This is an optimization exercise on Yosys and OpenROAD, whose aim is small area, a short achievable clock period and few clock cycles per item, not a production implementation.
Function was checked by simulation only, so behaviour that the tests miss may differ from the original.

==> flow/design.v, too long to show whole: its modules and the start of the top module <==
// module fir_a: 274 lines
// module fir_b: 5 lines
// module luma_mul: 434 lines
// module csc_r_lo: 225 lines
// module csc_r_hi: 63 lines
// module csc_g_lo: 305 lines
// module csc_g_hi: 63 lines
// module csc_b_lo: 185 lines
// module csc_b_hi: 59 lines
// module yuv_to_rgb_top: 178 lines
module yuv_to_rgb_top (
	input logic CLOCK_50_I,
	input logic Resetn,
	input logic [31:0] in_pair,
	input logic in_valid,
	output logic in_ready,
	output logic [15:0] out_word,
	output logic out_valid,
	input logic out_ready
);
  // ...
==> flow/flow/run.sh <==
#!/bin/bash
# The standard layout (standard.sh) with two changes to how it is made; the
# clock period and constraints are unchanged:
# - ports get a plain buffer (buf_2) instead of the delay cell buffer_ports
#   picks by default;
# - ORFS's repair_timing is asked for a setup margin, so the resizer works on
#   paths longer than the period less the margin.
set -euo pipefail
MARGIN=8.5
sed "s|^make -C |make SETUP_SLACK_MARGIN=$MARGIN SKIP_GATE_CLONING=1 'BUFFER_PORTS_ARGS=-buffer_cell sky130_fd_sc_hd__buf_2' -C |" standard.sh > flow_margin.sh
grep -q "SETUP_SLACK_MARGIN=$MARGIN" flow_margin.sh
bash flow_margin.sh finish > make.log 2>&1
==> flow/standard.sh <==
#!/bin/bash
# synth_recipe.tcl (not shown) runs the flow's synth.tcl, then flattens the netlist and writes it again
# the make line also repeats each setting of config.mk as NAME=value (left out here)
make -C /OpenROAD-flow-scripts/flow DESIGN_CONFIG=/design/flow/config.mk WORK_HOME=/design/flow/orfs CLKGATE_MAP_FILE= SYNTH_SCRIPT=/design/flow/synth_recipe.tcl "${@:-finish}"
==> flow/config.mk <==
export PLATFORM = sky130hd
export DESIGN_NAME = yuv_to_rgb_top
export DESIGN_NICKNAME = yuv_to_rgb_top
export VERILOG_FILES = /design/flow/design.v
export SDC_FILE = /design/flow/constraint.sdc
export NUM_CORES = 4
export LEC_CHECK = 0
export CAP_MARGIN = 20
export CORE_MARGIN = 2
export CORE_UTILIZATION = 40
export CTS_BUF_LIST = sky130_fd_sc_hd__clkbuf_16
export CTS_CLUSTER_DIAMETER = 100
export CTS_CLUSTER_SIZE = 25
export SLEW_MARGIN = 20
export TNS_END_PERCENT = 0
==> flow/constraint.sdc <==
create_clock -name core_clock -period 12.0 [get_ports {CLOCK_50_I}]
set_input_delay 2.4000 -clock core_clock [delete_from_list [all_inputs] [get_ports {CLOCK_50_I}]]
set_output_delay 2.4000 -clock core_clock [all_outputs]
set_load 0.01 [all_outputs]
==> out/qor.csv, run 1 <==
metric,value,unit
outcome,no timing/DRC/antenna violations,
overflow,0,
rsz0062_at_grt,yes,
grt.total_usage,0.158,
hold_ws,0.421,ns
clock_sinks,380,
synth_area_leader_cell,edfxtp_1,
die_w,246,um
final_cell_area,25700,sq um
syn_to_final_growth,10.0,%
tapCellCount,765,
post-route-period-util,0.302,
place_inst,2559,
critPathLaunchType,flip-flop,
critPathMostFrequentCell,o21a_1,
grt_pass1_wl,74200,um
hold_path_end,yq[0][2]$_DFFE_PP_,
cp.required,12.31,ns
synth_edf_count,359,
drt-initial-drc-count,747,
finClkSkew,0.0386,ns
yosys_register_bits,380,
seq_cell_count,380,
ys_warn_count,3,
post_drt_wl_per_cell,17.6,um
Testbench counts, summed over its fixed seeds: cycles 23,360, items 7,680.
==> run 2, diff against run 1 <==
--- a/flow/config.mk
+++ b/flow/config.mk
@@ -12,4 +12,4 @@
 export CTS_CLUSTER_DIAMETER = 100
 export CTS_CLUSTER_SIZE = 25
 export SLEW_MARGIN = 20
-export TNS_END_PERCENT = 0
+export TNS_END_PERCENT = 30
==> run 2 against run 1 <==
Clock skew fell by 0.015 ns. First-iteration DRC count rose by 5.9%. Synthesized cell count did not move. Design area increased by 2.5%. Register-to-register slack improved by 0.095 ns. Critical path type is now reg2out. Area after synthesis unchanged. Maximum frequency rose by 2.1%.
==> out/qor.csv, run 2 <==
metric,value,unit,change
yosys_register_bits,380,,unchanged
cp.arrival,1.15,ns,
synth_area_leader_cell,edfxtp_1,,
dpl-instance-area,24600,sq um,
top_layer,met4,,
cp.required,9.60,ns,-2.71 ns
slowest_stage,dfrtp_1,,
muxShareOfSynthArea,0.0279,,
holdCritStartpoint,yq[1][14]$_DFFE_PP_,,
final_cell_area,26300,sq um,+2.5%
overflow,0,,unchanged
cts_tree,done,,
clock_sinks,380,,unchanged
layout_common_cells,"359 x edfxtp_1, 326 x inv_1, 221 x ha_1",,
ioPinCount,54,,
path_cells,buf_2,,
grt_pass1_wl,74900,um,+0.97%
crit_fanout,3,,
start_util,0.404,,
drv_slew,0,,
max_slew_margin,0.336,,
multiInputGateArea,11100,sq um,
slowest_delay,0.45,ns,
dp_hpwl,35200,um,
r2r_cells,12,,
post-route-period-util,0.296,,-0.00635
h-tree-depth,1,,
numPortBuffers,53,,
crit_start,out_valid$_DFFE_PN0P_,,
syn_area_per_cell,13.3,sq um,
cp.depth,1,,
synth_common_cells,"359 x edfxtp_1, 327 x inv_1, 230 x ha_1",,
via_per_inst,4.95,,
path_clk_slew,0.10,ns,
synthXorXnorAreaFrac,0.0270,,
clockBufferDepth,3,,
cp-end-kind,primary output,,
synth_edf_count,359,,unchanged
fin_tns_setup,0,ns,
wl_met3,2010,um,
reg2reg_from,pu[0]$_DFFE_PP_,,
synth.most_common_cell,edfxtp_1,,
drt_pass1_iterations,5,,
fin_nets,2368,,
path_buf_inv,1,,
largest_register,win,,
worst_pin_slew,0.996,ns,
num_antenna_cells,0,,
wl_met2,22600,um,
ys_warn_count,3,,unchanged
post_synth_inst_count,1749,,
post_drt_wl_per_cell,17.7,um,+0.52%
die_h,246,um,
vias,13300,,
critical_path.top_delay_family,flip-flops,,
hold_depth,0,,
synth_top_cell_area_share,0.462,,
synth.area.top_cells,"edfxtp_1 46%, fa_1 17%, ha_1 12%, inv_1 5.3%, mux2_2 2.8%",,
place_inst,2559,,unchanged
worstHoldPathType,reg2reg,,
hold_viol,0,,
die-area,60300,sq um,
syn_to_final_growth,12.8,%,
grt.total_usage,0.159,,+0.000826
m1WireLength,21400,um,
instances_no_fill,2685,,
rsz0062_at_grt,yes,,
cts_hold_buf,0,,
reg_top3,"win x96, yq x64, pt x23",,
gp_congestion,0.876,,
fillers,5206,,
grt_pass1_vias,13990,,
yosysSeqAreaShare,0.485,,
core-area,57700,sq um,
drive_above_1_share,0.160,,
cap_violations,0,,
ys_async_sr_fraction,0.0553,,
fmax,282,MHz,
routed_wl,47600,um,
synth_cell_type_count,64,,
synthAdderAreaFrac,0.290,,
postRouteAntennaNets,0,,
outcome,no timing/DRC/antenna violations,,
root_buffer,clkbuf_16,,
critPathLaunchType,flip-flop,,
seq_area,11300,sq um,
largest_register_ffs,96,,
insertion_delay,0.55,ns,
layout_commonest_cell,edfxtp_1,,
drt-initial-drc-count,791,,+5.9%
syn_nets,2209,,
synthFlopType,edfxtp_1,,
finClkSkew,0.0237,ns,-0.0149 ns
route.detailed.drc,0,,
synth-simple-area-share,0.0487,,
syn_area,23300,sq um,
numCtsBuffers,19,,
synth_top_family_by_area,adder cells,,
antenna_found_initial,1,,
fin_crit,3.55,ns,
path_class,reg2out,,
rows,88,,
die_w,246,um,unchanged
grt_max_degree,80,,
synth-compound-area-share,0.0667,,
setup-violations-final,0,,
## run 2: cell type report
class | instances | area share
Clock buffer | 19 | 0.0181
Clock inverter | 14 | 0.00261
Inverter | 328 | 0.0480
Multi-Input combinational cell | 1025 | 0.422
Sequential cell | 380 | 0.429
Tap cell | 765 | 0.0364
Timing Repair Buffer | 154 | 0.0436
## run 2: kinds of logic (layout without fill, tap and decap cells)
| group | after synthesis | after routing |
|---|---|---|
| adders and majority gates | 424 | 424 |
| muxes | 58 | 58 |
| AOI/OAI and AO/OA | 237 | 237 |
| buffers and inverters | 344 | 515 |
| and+or+nand+nor | 234 | 234 |
| xor gates and xnor gates | 72 | 72 |
| DFF | 380 | 380 |
## run 2: final timing paths
path | end | slack, ns
hold reg to reg | yq[0][14]$_DFFE_PP_ | 0.42
setup / recovery | out_valid | 8.45
hold / removal | yq[0][14]$_DFFE_PP_ | 0.42
min in group asynchronous | cnt[6]$_DFFE_PN0P_ | 1.81
max in group asynchronous | pd[0]$_DFF_PN0_ | 9.87
setup reg to reg | lg[1]$_DFFE_PP_ | 8.47
## run 2: timing repair
item,4_1_cts,5_1_grt
setup endpoints to repair,210,188
pin swaps,3,37
buffers inserted,35,58
gates resized for setup,11,86
## run 2: per-stage QoR
step                hold slack (ns)   util  setup slack (ns)
floorplan                     0.400      -              7.05
global placement              0.401  0.426              7.33
detailed placement            0.405  0.426              7.23
CTS                           0.425  0.441              8.33
global route                  0.425  0.456              8.38
finish                        0.420  0.456              8.45
## run 2: routing by layer
layer / GRT usage / vias to the layer above
met5: 0 / -
met4: 0.0440 / 0
met3: 0.0219 / 91
met2: 0.267 / 269
met1: 0.216 / 6600
li1: - / 6340
==> run 3, diff against run 2 <==
--- a/flow/flow/run.sh
+++ b/flow/flow/run.sh
@@ -6,7 +6,7 @@
 # - ORFS's repair_timing is asked for a setup margin, so the resizer works on
 #   paths longer than the period less the margin.
 set -euo pipefail
-MARGIN=8.5
+MARGIN=8.4
 sed "s|^make -C |make SETUP_SLACK_MARGIN=$MARGIN SKIP_GATE_CLONING=1 'BUFFER_PORTS_ARGS=-buffer_cell sky130_fd_sc_hd__buf_2' -C |" standard.sh > flow_margin.sh
 grep -q "SETUP_SLACK_MARGIN=$MARGIN" flow_margin.sh
 bash flow_margin.sh finish > make.log 2>&1
--- a/flow/config.mk
+++ b/flow/config.mk
@@ -12,4 +12,3 @@
 export CTS_CLUSTER_DIAMETER = 100
 export CTS_CLUSTER_SIZE = 25
 export SLEW_MARGIN = 20
-export TNS_END_PERCENT = 30
==> run 3 against run 2 <==
Design area fell by 1.9%. Synthesized cell count unchanged. Maximum frequency is essentially flat. Via count shrank 1.3%. Sequential share of layout area is 0.82 points higher. Wire length is 2.3% lower. Final cell count decreased by 1.2%. Critical path type unchanged. Highest routed layer is now met5.
==> out/qor.csv, run 3 <==
metric,value,unit,change
outcome,no timing/DRC/antenna violations,,
crit_fanout,3,,unchanged
seq_area,11300,sq um,about the same
layout_commonest_cell,edfxtp_1,,
core-area,57700,sq um,unchanged
slowest_delay,0.44,ns,about the same
synth.area.top_cells,"edfxtp_1 46%, fa_1 17%, ha_1 12%, inv_1 5.3%, mux2_2 2.8%",,
r2r_cells,12,,unchanged
path_class,reg2out,,
path_cells,buf_2,,
setup-violations-final,0,,unchanged
yosysSeqAreaShare,0.485,,unchanged
syn_nets,2209,,unchanged
cp.arrival,1.15,ns,about the same
syn_to_final_growth,10.7,%,
drt-initial-drc-count,770,,-2.7%
gp_congestion,0.856,,-2.3%
syn_area_per_cell,13.3,sq um,unchanged
post_drt_wl_per_cell,17.5,um,-1.2%
path_buf_inv,1,,unchanged
synth_area_leader_cell,edfxtp_1,,
layout_common_cells,"359 x edfxtp_1, 326 x inv_1, 227 x ha_1",,
routed_wl,46500,um,-2.3%
grt_max_degree,81,,+1.3%
grt.total_usage,0.157,,-0.00224
multiInputGateArea,10900,sq um,-1.8%
hold_ws,0.421,ns,+0.000254 ns
final_cell_area,25800,sq um,-1.9%
critPathLaunchType,flip-flop,,
postRouteAntennaNets,0,,unchanged
place_ws,7.47,ns,+0.248 ns
fin_crit,3.55,ns,-0.00220 ns
worst_pin_slew,1.02,ns,+0.0285 ns
post_synth_inst_count,1749,,unchanged
dpl-instance-area,24600,sq um,about the same
timing.final.ws_setup,8.45,ns,+0.00220 ns
vias,13130,,-1.3%
synthFlopType,edfxtp_1,,
drt_pass1_iterations,8,,+3
critical_path.top_delay_family,flip-flops,,
fin_tns_setup,0,ns,unchanged
h-tree-depth,1,,unchanged
largest_register_ffs,96,,unchanged
worstHoldPathType,reg2reg,,
synth_top_cell_area_share,0.462,,unchanged
cts_hold_buf,0,,unchanged
synth_common_cells,"359 x edfxtp_1, 327 x inv_1, 230 x ha_1",,
die-area,60300,sq um,unchanged
ys_async_sr_fraction,0.0553,,unchanged
die_w,246,um,unchanged
hold_viol,0,,unchanged
start_util,0.404,,unchanged
cp.required,9.60,ns,about the same
reg_top3,"win x96, yq x64, pt x23",,
cp.depth,1,,unchanged
synth_cell_type_count,64,,unchanged
yosys_register_bits,380,,unchanged
rsz0062_at_grt,yes,,
place_inst,2557,,-0.078%
synth_edf_count,359,,unchanged
largest_register,win,,
fillers,5233,,+0.52%
instances_no_fill,2654,,-1.2%
numPortBuffers,53,,unchanged
finClkSkew,0.0168,ns,-0.00688 ns
post-route-period-util,0.296,,about the same
grt_pass1_vias,13552,,-3.1%
path_clk_slew,0.10,ns,about the same
numCtsBuffers,19,,unchanged
cap_violations,0,,unchanged
fin_nets,2337,,-1.3%
rows,88,,unchanged
fin_util,0.448,,-0.00848
via_per_inst,4.95,,-0.13%
slowest_stage,dfrtp_2,,
root_buffer,clkbuf_16,,
overflow,0,,unchanged
fmax,282,MHz,about the same
hold_depth,0,,unchanged
clockBufferDepth,3,,unchanged
die_h,246,um,unchanged
drive_above_1_share,0.137,,-0.0238
antenna_found_initial,1,,unchanged
cts_tree,done,,
cp-end-kind,primary output,,
max_slew_margin,0.317,,-0.0190
drv_slew,0,,unchanged
dp_hpwl,35000,um,-0.40%
grt_pass1_wl,73400,um,-2.0%
route.detailed.drc,0,,unchanged
ys_warn_count,3,,unchanged
clock_sinks,380,,unchanged
ioPinCount,54,,unchanged
syn_area,23300,sq um,unchanged
insertion_delay,0.55,ns,about the same
synth.most_common_cell,edfxtp_1,,
## run 3: changes by cell type in the layout (fill, tap and decap cells not counted), moves of 3 or more
cell	delta
buf_12	-4
buf_4	-22
o21ai_2	-3
ha_4	-7
buf_6	-4
ha_1	+6
o21ai_0	+4
inv_2	-4
## run 3: timing repair
item	4_1_cts	5_1_grt
hold endpoints to repair	0	0
gates resized for setup	8	37
endpoints found under the setup margin	105	36
pin swaps	0	9
buffers inserted	25	39
## run 3: final cells by class
| type | instances | area share |
|---|---|---|
| repair buffers | 123 | 0.0321 |
| well taps | 765 | 0.0370 |
| multi-input cells | 1025 | 0.422 |
| inverters | 328 | 0.0490 |
| clock inverters | 13 | 0.00349 |
| diodes | 1 | 0.0000968 |
| flip-flops and latches | 380 | 0.438 |
| clock buffers | 19 | 0.0184 |
## run 3: path summary, 6_finish.rpt
kind,start,endpoint,slack (ns)
max,out_valid$_DFFE_PN0P_,out_valid,8.45
min,yq[1][5]$_DFFE_PP_,yq[0][5]$_DFFE_PP_,0.42
max reg2reg,pu[2]$_DFFE_PP_,lb[1]$_DFFE_PP_,8.48
min reg2reg,yq[1][5]$_DFFE_PP_,yq[0][5]$_DFFE_PP_,0.42
max in group asynchronous,Resetn,in_ready$_DFF_PN0_,9.85
min in group asynchronous,Resetn,ps$_DFF_PN0_,1.79
## run 3: cells by family (layout without fill, tap and decap cells)
logic type      count (synthesis)  in the layout  synth area share
buf+inv                       344            483            0.0554
fa+ha+maj                     424            424             0.290
compound gates                237            237            0.0667
flops                         380            380             0.485
simple gates                  234            234            0.0487
xor+xnor                       72             72            0.0270
mux                            58             58            0.0279
other cells                     0              1                 0
## run 3: per-layer routing
layer	up-vias	track usage	routed length (um)
li1	6271	-	-
met1	6466	0.216	21000
met2	296	0.253	21300
met3	95	0.0235	2520
met4	2	0.0520	1670
met5	-	0	9
==> run 4, diff against run 3 <==
--- a/flow/flow/run.sh
+++ b/flow/flow/run.sh
@@ -6,7 +6,7 @@
 # - ORFS's repair_timing is asked for a setup margin, so the resizer works on
 #   paths longer than the period less the margin.
 set -euo pipefail
-MARGIN=8.4
+MARGIN=8.45
 sed "s|^make -C |make SETUP_SLACK_MARGIN=$MARGIN SKIP_GATE_CLONING=1 'BUFFER_PORTS_ARGS=-buffer_cell sky130_fd_sc_hd__buf_2' -C |" standard.sh > flow_margin.sh
 grep -q "SETUP_SLACK_MARGIN=$MARGIN" flow_margin.sh
 bash flow_margin.sh finish > make.log 2>&1
==> run 4 against run 3 <==
Worst hold slack improved by 0.0023 ns. First-iteration DRC count is 2.5% lower. Design area rose by 0.66%. Critical path type is now reg2reg. Critical endpoint is now lg[1]$_DFFE_PP_.
==> out/qor.csv, run 4 <==
metric,value,unit,change
vias,13054,,-0.58%
h-tree-depth,1,,unchanged
synth_common_cells,"359 x edfxtp_1, 327 x inv_1, 230 x ha_1",,
largest_register,win,,
synth.area.top_cells,"edfxtp_1 46%, fa_1 17%, ha_1 12%, inv_1 5.3%, mux2_2 2.8%",,
grt_max_degree,81,,unchanged
slowest_stage,fa_1,,
ys_async_sr_fraction,0.0553,,unchanged
synth.most_common_cell,edfxtp_1,,
cp.arrival,3.91,ns,+2.76 ns
setup-violations-final,0,,unchanged
timing.final.ws_setup,8.39,ns,-0.0618 ns
die_h,246,um,unchanged
clockBufferDepth,3,,unchanged
cts_tree,done,,
root_buffer,clkbuf_16,,
cp.required,12.30,ns,+2.70 ns
fmax,277,MHz,-1.7%
place_ws,7.49,ns,+0.0194 ns
layout_common_cells,"359 x edfxtp_1, 319 x inv_1, 225 x ha_1",,
ioPinCount,54,,unchanged
path_buf_inv,3,,+2
grt.total_usage,0.157,,about the same
critPathLaunchType,flip-flop,,
max_slew_margin,0.313,,-0.00369
numPortBuffers,53,,unchanged
cp-end-kind,flip-flop,,
gp_congestion,0.864,,+0.90%
path_clk_slew,0.10,ns,about the same
ys_warn_count,3,,unchanged
finClkSkew,0.0185,ns,+0.00170 ns
rsz0062_at_grt,yes,,
syn_area,23300,sq um,unchanged
post_synth_inst_count,1749,,unchanged
postRouteAntennaNets,0,,unchanged
drt_pass1_iterations,5,,-3
yosys_register_bits,380,,unchanged
num_antenna_cells,0,,-1
fin_crit,3.61,ns,+0.0618 ns
path_cells,"buf_6, buf_6, fa_1, fa_1, inv_2, fa_1, ha_1, o21a_1, o21a_1, o21ai_2, a31oi_4, o21a_1, nor2_1",,
synthFlopType,edfxtp_1,,
path_class,reg2reg,,
critical_path.top_delay_family,adder cells,,
post-route-period-util,0.301,,+0.00515
hold_viol,0,,unchanged
via_per_inst,4.92,,-0.50%
drv_slew,0,,unchanged
grt_pass1_wl,74000,um,+0.74%
synth_cell_type_count,64,,unchanged
reg_top3,"win x96, yq x64, pt x23",,
route.detailed.drc,0,,unchanged
synth_edf_count,359,,unchanged
cts_hold_buf,0,,unchanged
drt-initial-drc-count,751,,-2.5%
core-area,57700,sq um,unchanged
synth_area_leader_cell,edfxtp_1,,
clock_sinks,380,,unchanged
outcome,no timing/DRC/antenna violations,,
insertion_delay,0.56,ns,about the same
routed_wl,46100,um,-0.88%
syn_to_final_growth,11.5,%,
die_w,246,um,unchanged
syn_area_per_cell,13.3,sq um,unchanged
yosysSeqAreaShare,0.485,,unchanged
crit_fanout,3,,unchanged
cap_violations,0,,unchanged
dp_hpwl,35100,um,+0.26%
worstHoldPathType,reg2reg,,
die-area,60300,sq um,unchanged
overflow,0,,unchanged
numCtsBuffers,21,,+2
drive_above_1_share,0.144,,+0.00749
start_util,0.404,,unchanged
grt_pass1_vias,13587,,+0.26%
worst_pin_slew,1.03,ns,+0.00554 ns
synth_top_cell_area_share,0.462,,unchanged
syn_nets,2209,,unchanged
layout_commonest_cell,edfxtp_1,,
antenna_found_initial,0,,-1
fin_nets,2334,,-0.13%
slowest_delay,0.53,ns,+0.09 ns
fin_tns_setup,0,ns,unchanged
rows,88,,unchanged
largest_register_ffs,96,,unchanged
post_drt_wl_per_cell,17.4,um,-0.81%
run 4: cell type report:
type / instances / area (sq um)
Clock buffer: 21 / 526
Sequential cell: 380 / 11300
Inverter: 328 / 1260
Tap cell: 765 / 957
Timing Repair Buffer: 118 / 831
Fill cell: 5185 / 31700
Multi-Input combinational cell: 1025 / 11000
Clock inverter: 15 / 116
run 4: what timing repair did:
item	CTS	global route
setup buffers	38	21
gates resized for setup	23	51
endpoints found under the hold margin	0	0
endpoints found under the setup margin	109	100
pin swaps	7	26
run 4: path summary, 6_finish.rpt:
kind                                           from                  end  slack (ns)  cells after the start
min in group asynchronous                    Resetn      ph[1]$_DFF_PN0_        1.79                      1
worst max-delay path                pv[5]$_DFFE_PP_      lg[1]$_DFFE_PP_        8.39                     13
max in group asynchronous                    Resetn   in_ready$_DFF_PN0_        9.86                      1
worst min register to register  yq[1][12]$_DFFE_PP_  yq[0][12]$_DFFE_PP_        0.42                      0
worst min-delay path            yq[1][12]$_DFFE_PP_  yq[0][12]$_DFFE_PP_        0.42                      0
worst max register to register      pv[5]$_DFFE_PP_      lg[1]$_DFFE_PP_        8.39                     13
run 4: cell families after synthesis:
kind of cell,Yosys count,synth area share
flops,380,0.485
buf+inv,344,0.0554
mux,58,0.0279
simple gates,234,0.0487
fa+ha+maj,424,0.290
compound gates,237,0.0667
xor+xnor,72,0.0270
run 4: metrics by stage:
step	utilization	instances	cell area (sq um)	hold WS (ns)
after floorplan	-	1749	23400	0.400
after global placement	0.427	2557	24600	0.401
after detailed placement	0.427	2557	24600	0.405
after CTS	0.444	2631	25600	0.427
after global routing	0.451	2652	26000	0.432
final	0.451	2652	26000	0.423
run 4: layer usage:
| metal | vias up | track usage | wire, um |
|---|---|---|---|
| li1 | 6262 | - | - |
| met1 | 6508 | 0.223 | 21600 |
| met2 | 230 | 0.262 | 21900 |
| met3 | 54 | 0.0164 | 1680 |
| met4 | 0 | 0.0308 | 899 |
| met5 | - | 0 | 0 |
==> run 5, diff against run 4 <==
--- a/flow/flow/run.sh
+++ b/flow/flow/run.sh
@@ -6,7 +6,7 @@
 # - ORFS's repair_timing is asked for a setup margin, so the resizer works on
 #   paths longer than the period less the margin.
 set -euo pipefail
-MARGIN=8.45
+MARGIN=8.5
 sed "s|^make -C |make SETUP_SLACK_MARGIN=$MARGIN SKIP_GATE_CLONING=1 'BUFFER_PORTS_ARGS=-buffer_cell sky130_fd_sc_hd__buf_2' -C |" standard.sh > flow_margin.sh
 grep -q "SETUP_SLACK_MARGIN=$MARGIN" flow_margin.sh
 bash flow_margin.sh finish > make.log 2>&1
==> run 5 against run 4 <==
Still clean on timing, DRC and antenna. Area after synthesis did not move. Design area rose by 0.50%. Worst hold slack got worse by 0.0040 ns. Critical endpoint is now out_word[1]. Largest cell class unchanged.
==> out/qor.csv, run 5 <==
metric,value,unit,change
root_buffer,clkbuf_16,,
synth_cell_type_count,64,,unchanged
overflow,0,,unchanged
vias,13296,,+1.9%
cts_hold_buf,0,,unchanged
multiInputGateArea,11000,sq um,about the same
max_slew_margin,0.314,,about the same
numCtsBuffers,19,,-9.5%
path_cells,buf_6,,
die_h,246,um,unchanged
post-route-period-util,0.294,,-0.00707
ioPinCount,54,,unchanged
drt_pass1_iterations,5,,unchanged
grt_pass1_wl,74500,um,+0.68%
finClkSkew,0.0218,ns,+0.00336 ns
num_antenna_cells,0,,unchanged
yosysSeqAreaShare,0.485,,unchanged
ys_warn_count,3,,unchanged
synth.most_common_cell,edfxtp_1,,
grt_max_degree,81,,unchanged
antenna_found_initial,1,,+1
synth_edf_count,359,,unchanged
drt-initial-drc-count,936,,+25%
fmax,284,MHz,+2.4%
layout_common_cells,"359 x edfxtp_1, 315 x inv_1, 226 x ha_1",,
ys_async_sr_fraction,0.0553,,unchanged
start_util,0.404,,unchanged
insertion_delay,0.54,ns,-0.02 ns
seq_area,11300,sq um,unchanged
cp.depth,1,,-12
post_synth_inst_count,1749,,unchanged
largest_register_ffs,96,,unchanged
yosys_register_bits,380,,unchanged
critPathLaunchType,flip-flop,,
crit_start,out_word[1]$_DFFE_PP_,,
synth_area_leader_cell,edfxtp_1,,
fin_crit,3.52,ns,-0.0848 ns
slowest_stage,edfxtp_1,,
r2r_slack,8.52,ns,+0.13 ns
grt_pass1_vias,13739,,+1.1%
synth.area.top_cells,"edfxtp_1 46%, fa_1 17%, ha_1 12%, inv_1 5.3%, mux2_2 2.8%",,
path_clk_slew,0.10,ns,about the same
rsz0062_at_grt,yes,,
critical_path.top_delay_family,flip-flops,,
layout_commonest_cell,edfxtp_1,,
setup-violations-final,0,,unchanged
postRouteAntennaNets,0,,unchanged
synthXorXnorAreaFrac,0.0270,,unchanged
post_drt_wl_per_cell,17.6,um,+1.4%
route.detailed.drc,0,,unchanged
synthFlopType,edfxtp_1,,
numPortBuffers,53,,unchanged
cp.required,9.60,ns,-2.70 ns
drive_above_1_share,0.150,,+0.00609
clock_sinks,380,,unchanged
outcome,no timing/DRC/antenna violations,,
hold_ws,0.419,ns,-0.00399 ns
drv_slew,0,,unchanged
path_buf_inv,1,,-2
cp-endpoint,out_word[1],,
clockBufferDepth,3,,unchanged
hold_depth,0,,unchanged
die_w,246,um,unchanged
syn_to_final_growth,12.0,%,
path_class,reg2out,,
synth_top_family_by_area,adder cells,,
synth-simple-area-share,0.0487,,unchanged
syn_area,23300,sq um,unchanged
cap_violations,0,,unchanged
reg_top3,"win x96, yq x64, pt x23",,
muxShareOfSynthArea,0.0279,,unchanged
reg2reg_from,pv[5]$_DFFE_PP_,,
routed_wl,46900,um,+1.7%
cp-end-kind,primary output,,
crit_fanout,1,,-2
gp_congestion,0.839,,-2.9%
syn_nets,2209,,unchanged
largest_register,win,,
syn_area_per_cell,13.3,sq um,unchanged
synthAdderAreaFrac,0.290,,unchanged
r2r-end,lg[1]$_DFFE_PP_,,
rows,88,,unchanged
slowest_delay,0.43,ns,-0.10 ns
via_per_inst,4.99,,+1.5%
fin_nets,2350,,+0.69%
cts_tree,done,,
worst_pin_slew,1.03,ns,-0.000402 ns
synth-compound-area-share,0.0667,,unchanged
synth_top_cell_area_share,0.462,,unchanged
fillers,5178,,-0.14%
grt.total_usage,0.158,,+0.00153
fin_tns_setup,0,ns,unchanged
synth_common_cells,"359 x edfxtp_1, 327 x inv_1, 230 x ha_1",,
worstHoldPathType,reg2reg,,
die-area,60300,sq um,unchanged
cp.arrival,1.12,ns,-2.79 ns
hold_viol,0,,unchanged
r2r_cells,12,,-1
dp_hpwl,35100,um,about the same
h-tree-depth,1,,unchanged
core-area,57700,sq um,unchanged
run 5: cell counts after synthesis:
No cell type changed its count.
run 5: worst min-delay path by stage:
stage,from,endpoint
2_1_floorplan,yq[1][0]$_DFFE_PP_,yq[0][0]$_DFFE_PP_
6_report,yq[2][3]$_DFFE_PP_,yq[1][3]$_DFFE_PP_
3_5_place_dp,yq[2][5]$_DFFE_PP_,yq[1][5]$_DFFE_PP_
5_1_grt,yq[2][3]$_DFFE_PP_,yq[1][3]$_DFFE_PP_
4_1_cts,yq[2][3]$_DFFE_PP_,yq[1][3]$_DFFE_PP_
3_3_place_gp,yq[1][10]$_DFFE_PP_,yq[0][10]$_DFFE_PP_
run 5: cells by family (layout without fill, tap and decap cells):
logic type | Yosys count | in the layout
flops | 380 | 380
fa+ha+maj | 424 | 424
mux | 58 | 58
simple gates | 234 | 234
buf+inv | 344 | 492
xor+xnor | 72 | 72
compound gates | 237 | 237
run 5: cell type report:
class	count	share of cell area
clock buffers	20	0.0191
multi-input cells	1025	0.421
flip-flops and latches	380	0.433
inverters	328	0.0489
clock inverters	8	0.00182
well taps	765	0.0366
repair buffers	136	0.0394
run 5: per-layer routing:
layer / global-route usage / part of all wire
met5: 0 / 0.00023
met2: 0.263 / 0.48
met4: 0.0330 / 0.018
met3: 0.0155 / 0.038
met1: 0.226 / 0.47
run 5: metrics by stage:
| step | cells | setup WS, ns | util | instance area, sq um |
|---|---|---|---|---|
| after global routing | 2662 | 8.39 | 0.453 | 26100 |
| final | 2662 | 8.48 | 0.453 | 26100 |
| after detailed placement | 2558 | 7.22 | 0.427 | 24600 |
| after CTS | 2626 | 8.41 | 0.444 | 25600 |
| after global placement | 2558 | 7.33 | 0.427 | 24600 |
| after floorplan | 1749 | 7.05 | - | 23400 |
run 5: repair_timing:
action	4_1_cts	5_1_grt
pin swaps	3	18
setup endpoints to repair	147	118
setup buffers	40	36
resized for setup	19	55
==> run 6, diff against run 5 <==
==> flow/run.sh (new file) <==
#!/bin/bash
# synth_recipe.tcl (not shown) runs the flow's synth.tcl, then flattens the netlist and writes it again
# the make line also repeats each setting of config.mk as NAME=value (left out here)
make -C /OpenROAD-flow-scripts/flow DESIGN_CONFIG=/design/flow/config.mk WORK_HOME=/design/flow/orfs CLKGATE_MAP_FILE= SYNTH_SCRIPT=/design/flow/synth_recipe.tcl finish
removed: flow/flow/run.sh
removed: flow/standard.sh
==> run 6 against run 5 <==
Final cell count decreased by 2.5%. Maximum frequency decreased by 21%. Wire length decreased by 3.4%. First-iteration DRC count decreased by 4.2%. Non-clock buffer count decreased by 76. Critical path depth increased by 3. Utilization decreased by 1.1 points. Worst hold slack got worse by 0.0030 ns. Highest routed layer is now met4.
==> out/qor.csv, run 6 <==
metric,value,unit,change
fin_tns_setup,0,ns,unchanged
die_w,246,um,unchanged
synth_top_cell_area_share,0.462,,unchanged
core-area,57700,sq um,unchanged
post_cts_buffers,0,,-100%
gp_congestion,0.832,,-0.87%
r2r_slack,7.82,ns,-0.70 ns
setup-violations-final,0,,unchanged
numPortBuffers,53,,unchanged
drt_pass1_iterations,7,,+2
muxShareOfSynthArea,0.0279,,unchanged
synth_area_leader_cell,edfxtp_1,,
antenna_found_initial,1,,unchanged
die-area,60300,sq um,unchanged
synth-compound-area-share,0.0667,,unchanged
grt.total_usage,0.155,,-0.00301
hold_depth,0,,unchanged
yosysSeqAreaShare,0.485,,unchanged
synthAdderAreaFrac,0.290,,unchanged
via_per_inst,4.96,,-0.69%
timing.final.ws_setup,7.52,ns,-0.958 ns
yosys_register_bits,380,,unchanged
start_util,0.404,,unchanged
synth_edf_count,359,,unchanged
cp-end-kind,flip-flop,,
numCtsBuffers,20,,+1
cts_tree,done,,
layout_common_cells,"359 x edfxtp_1, 337 x inv_1, 229 x ha_1",,
routed_wl,45300,um,-3.4%
synth.area.top_cells,"edfxtp_1 46%, fa_1 17%, ha_1 12%, inv_1 5.3%, mux2_2 2.8%",,
reg_top3,"win x96, yq x64, pt x23",,
synthFlopType,edfxtp_1,,
fin_nets,2275,,-3.2%
syn_area,23300,sq um,unchanged
final_cell_area,25500,sq um,-2.5%
overflow,0,,unchanged
hold_path_end,yq[2][6]$_DFFE_PP_,,
grt_max_degree,81,,unchanged
fillers,5219,,+0.79%
synth_common_cells,"359 x edfxtp_1, 327 x inv_1, 230 x ha_1",,
cp.required,12.16,ns,+2.56 ns
clockBufferDepth,3,,unchanged
ys_async_sr_fraction,0.0553,,unchanged
layout_commonest_cell,edfxtp_1,,
h-tree-depth,1,,unchanged
post_drt_wl_per_cell,17.4,um,-0.94%
max_slew_margin,0.277,,-0.0369
finClkSkew,0.0409,ns,+0.0191 ns
cap_violations,0,,unchanged
insertion_delay,0.57,ns,+0.03 ns
worst_pin_slew,1.08,ns,+0.0513 ns
cts_resized,0,,-19
instances_no_fill,2595,,-2.5%
hold_viol,0,,unchanged
synth.most_common_cell,edfxtp_1,,
hold_ws,0.416,ns,-0.00299 ns
post-route-period-util,0.374,,+0.0799
path_clk_slew,0.10,ns,about the same
place_inst,2558,,unchanged
synth-simple-area-share,0.0487,,unchanged
root_buffer,clkbuf_16,,
path_class,in2reg,,
fin_crit,4.48,ns,+0.958 ns
syn_to_final_growth,9.18,%,
cts_hold_buf,0,,unchanged
grt_pass1_wl,73200,um,-1.7%
post_synth_inst_count,1749,,unchanged
crit_fanout,80,,+79
synth_top_family_by_area,adder cells,,
clock_sinks,380,,unchanged
cp.arrival,4.64,ns,+3.52 ns
drt-initial-drc-count,897,,-4.2%
syn_nets,2209,,unchanged
dp_hpwl,35200,um,+0.24%
ys_warn_count,3,,unchanged
drv_slew,0,,unchanged
postRouteAntennaNets,0,,unchanged
fmax,223,MHz,-21%
syn_area_per_cell,13.3,sq um,unchanged
reg2reg_from,pv[5]$_DFFE_PP_,,
rows,88,,unchanged
vias,12872,,-3.2%
ioPinCount,54,,unchanged
rsz0062_at_grt,no,,
dpl-instance-area,24800,sq um,+0.77%
synthXorXnorAreaFrac,0.0270,,unchanged
place_ws,6.90,ns,-0.322 ns
die_h,246,um,unchanged
holdCritStartpoint,yq[3][6]$_DFFE_PP_,,
grt_pass1_vias,13622,,-0.85%
outcome,no timing/DRC/antenna violations,,
largest_register_ffs,96,,unchanged
drive_above_1_share,0.0580,,-0.0923
fin_util,0.442,,-0.0115
largest_register,win,,
worstHoldPathType,reg2reg,,
critPathLaunchType,input port,,
r2r-end,lr[1]$_DFFE_PP_,,
r2r_cells,14,,+2
synth_cell_type_count,64,,unchanged
route.detailed.drc,0,,unchanged
==> run 6: per-layer routing <==
layer | part of all wire | global-route usage | wire (um) | up-vias
met4 | 0.021 | 0.0387 | 930 | 0
met5 | 0 | 0 | 0 | -
li1 | - | - | - | 6144
met3 | 0.039 | 0.0155 | 1770 | 52
met1 | 0.47 | 0.217 | 21100 | 6453
met2 | 0.47 | 0.260 | 21400 | 223
==> run 6: kinds of logic (layout without fill, tap and decap cells) <==
logic type | count (synthesis) | in the layout
adder cells (fa/ha/maj) | 424 | 424
flip-flops | 380 | 380
buffers and inverters | 344 | 424
AO/OA/AOI/OAI | 237 | 237
AND/OR/NAND/NOR | 234 | 234
XOR/XNOR | 72 | 72
multiplexers | 58 | 58
other | 0 | 1
==> run 6: final cells by class <==
cell class	instances	area, sq um	area share
diodes	1	2.50	0.0000982
clock inverters	15	120	0.00471
repair buffers	60	583	0.0229
well taps	765	957	0.0376
inverters	328	1230	0.0484
multi-input cells	1025	10700	0.422
flip-flops and latches	380	11300	0.444
clock buffers	21	526	0.0206
==> run 6: how the worst max path moves through the flow <==
stage	slack, ns	start	to	depth (start not counted)
2_1_floorplan	6.23	out_ready	in_ready$_DFF_PN0_	7
3_3_place_gp	7.00	in_valid	win[0][0]$_DFFE_PP_	4
3_5_place_dp	6.90	in_valid	win[0][8]$_DFFE_PP_	4
4_1_cts	7.50	in_valid	win[0][1]$_DFFE_PP_	4
5_1_grt	7.36	in_valid	win[4][8]$_DFFE_PP_	4
6_report	7.52	in_valid	win[0][1]$_DFFE_PP_	4
==> run 6: worst max-delay path: stages <==
cell and delay (ns):
clkdlybuf4s50_1 0.40, nand2_1 0.13, clkinv_1 0.67, or3_4 0.97

[port drivers added, routing unchanged]
Ports are ideal in the flow. The routed layouts listed here were re-timed in OpenROAD. Step 1, drivers: a clkbuf_16 drives CLOCK_50_I and a buf_2 each remaining input, both assumed. Step 2 times the ports against the registers' clock, not the clock port: input delays grow and output delays shrink by t, the midpoint of the rising clock arrivals with the driver on. a / b / c = ideal / step 1 / step 2; a / b = the first two.
| run | t (ns) | setup WS [ns] | worst slew at a driven data input, ns | pins driven straight from the clock port |
|---|---|---|---|---|
| run 1 | 0.601 | 8.375 / 8.364 / 7.908 | 0.04 | 1 |
| run 2 | 0.594 | 8.451 / 8.395 / 7.939 | 0.04 | 1 |
| run 3 | 0.598 | 8.453 / 8.400 / 8.004 | 0.06 | 1 |
| run 4 | 0.603 | 8.391 / 8.391 / 8.011 | 0.04 | 1 |
| run 5 | 0.590 | 8.476 / 8.423 / 8.044 | 0.05 | 1 |
| run 6 | 0.601 | 7.518 / 7.551 / 6.950 | 0.04 | 1 |
After both steps setup and hold are still met in every run listed. The setup slack of run 6, which loses most, moves by +0.033 ns with the drivers and by -0.568 ns with both steps.
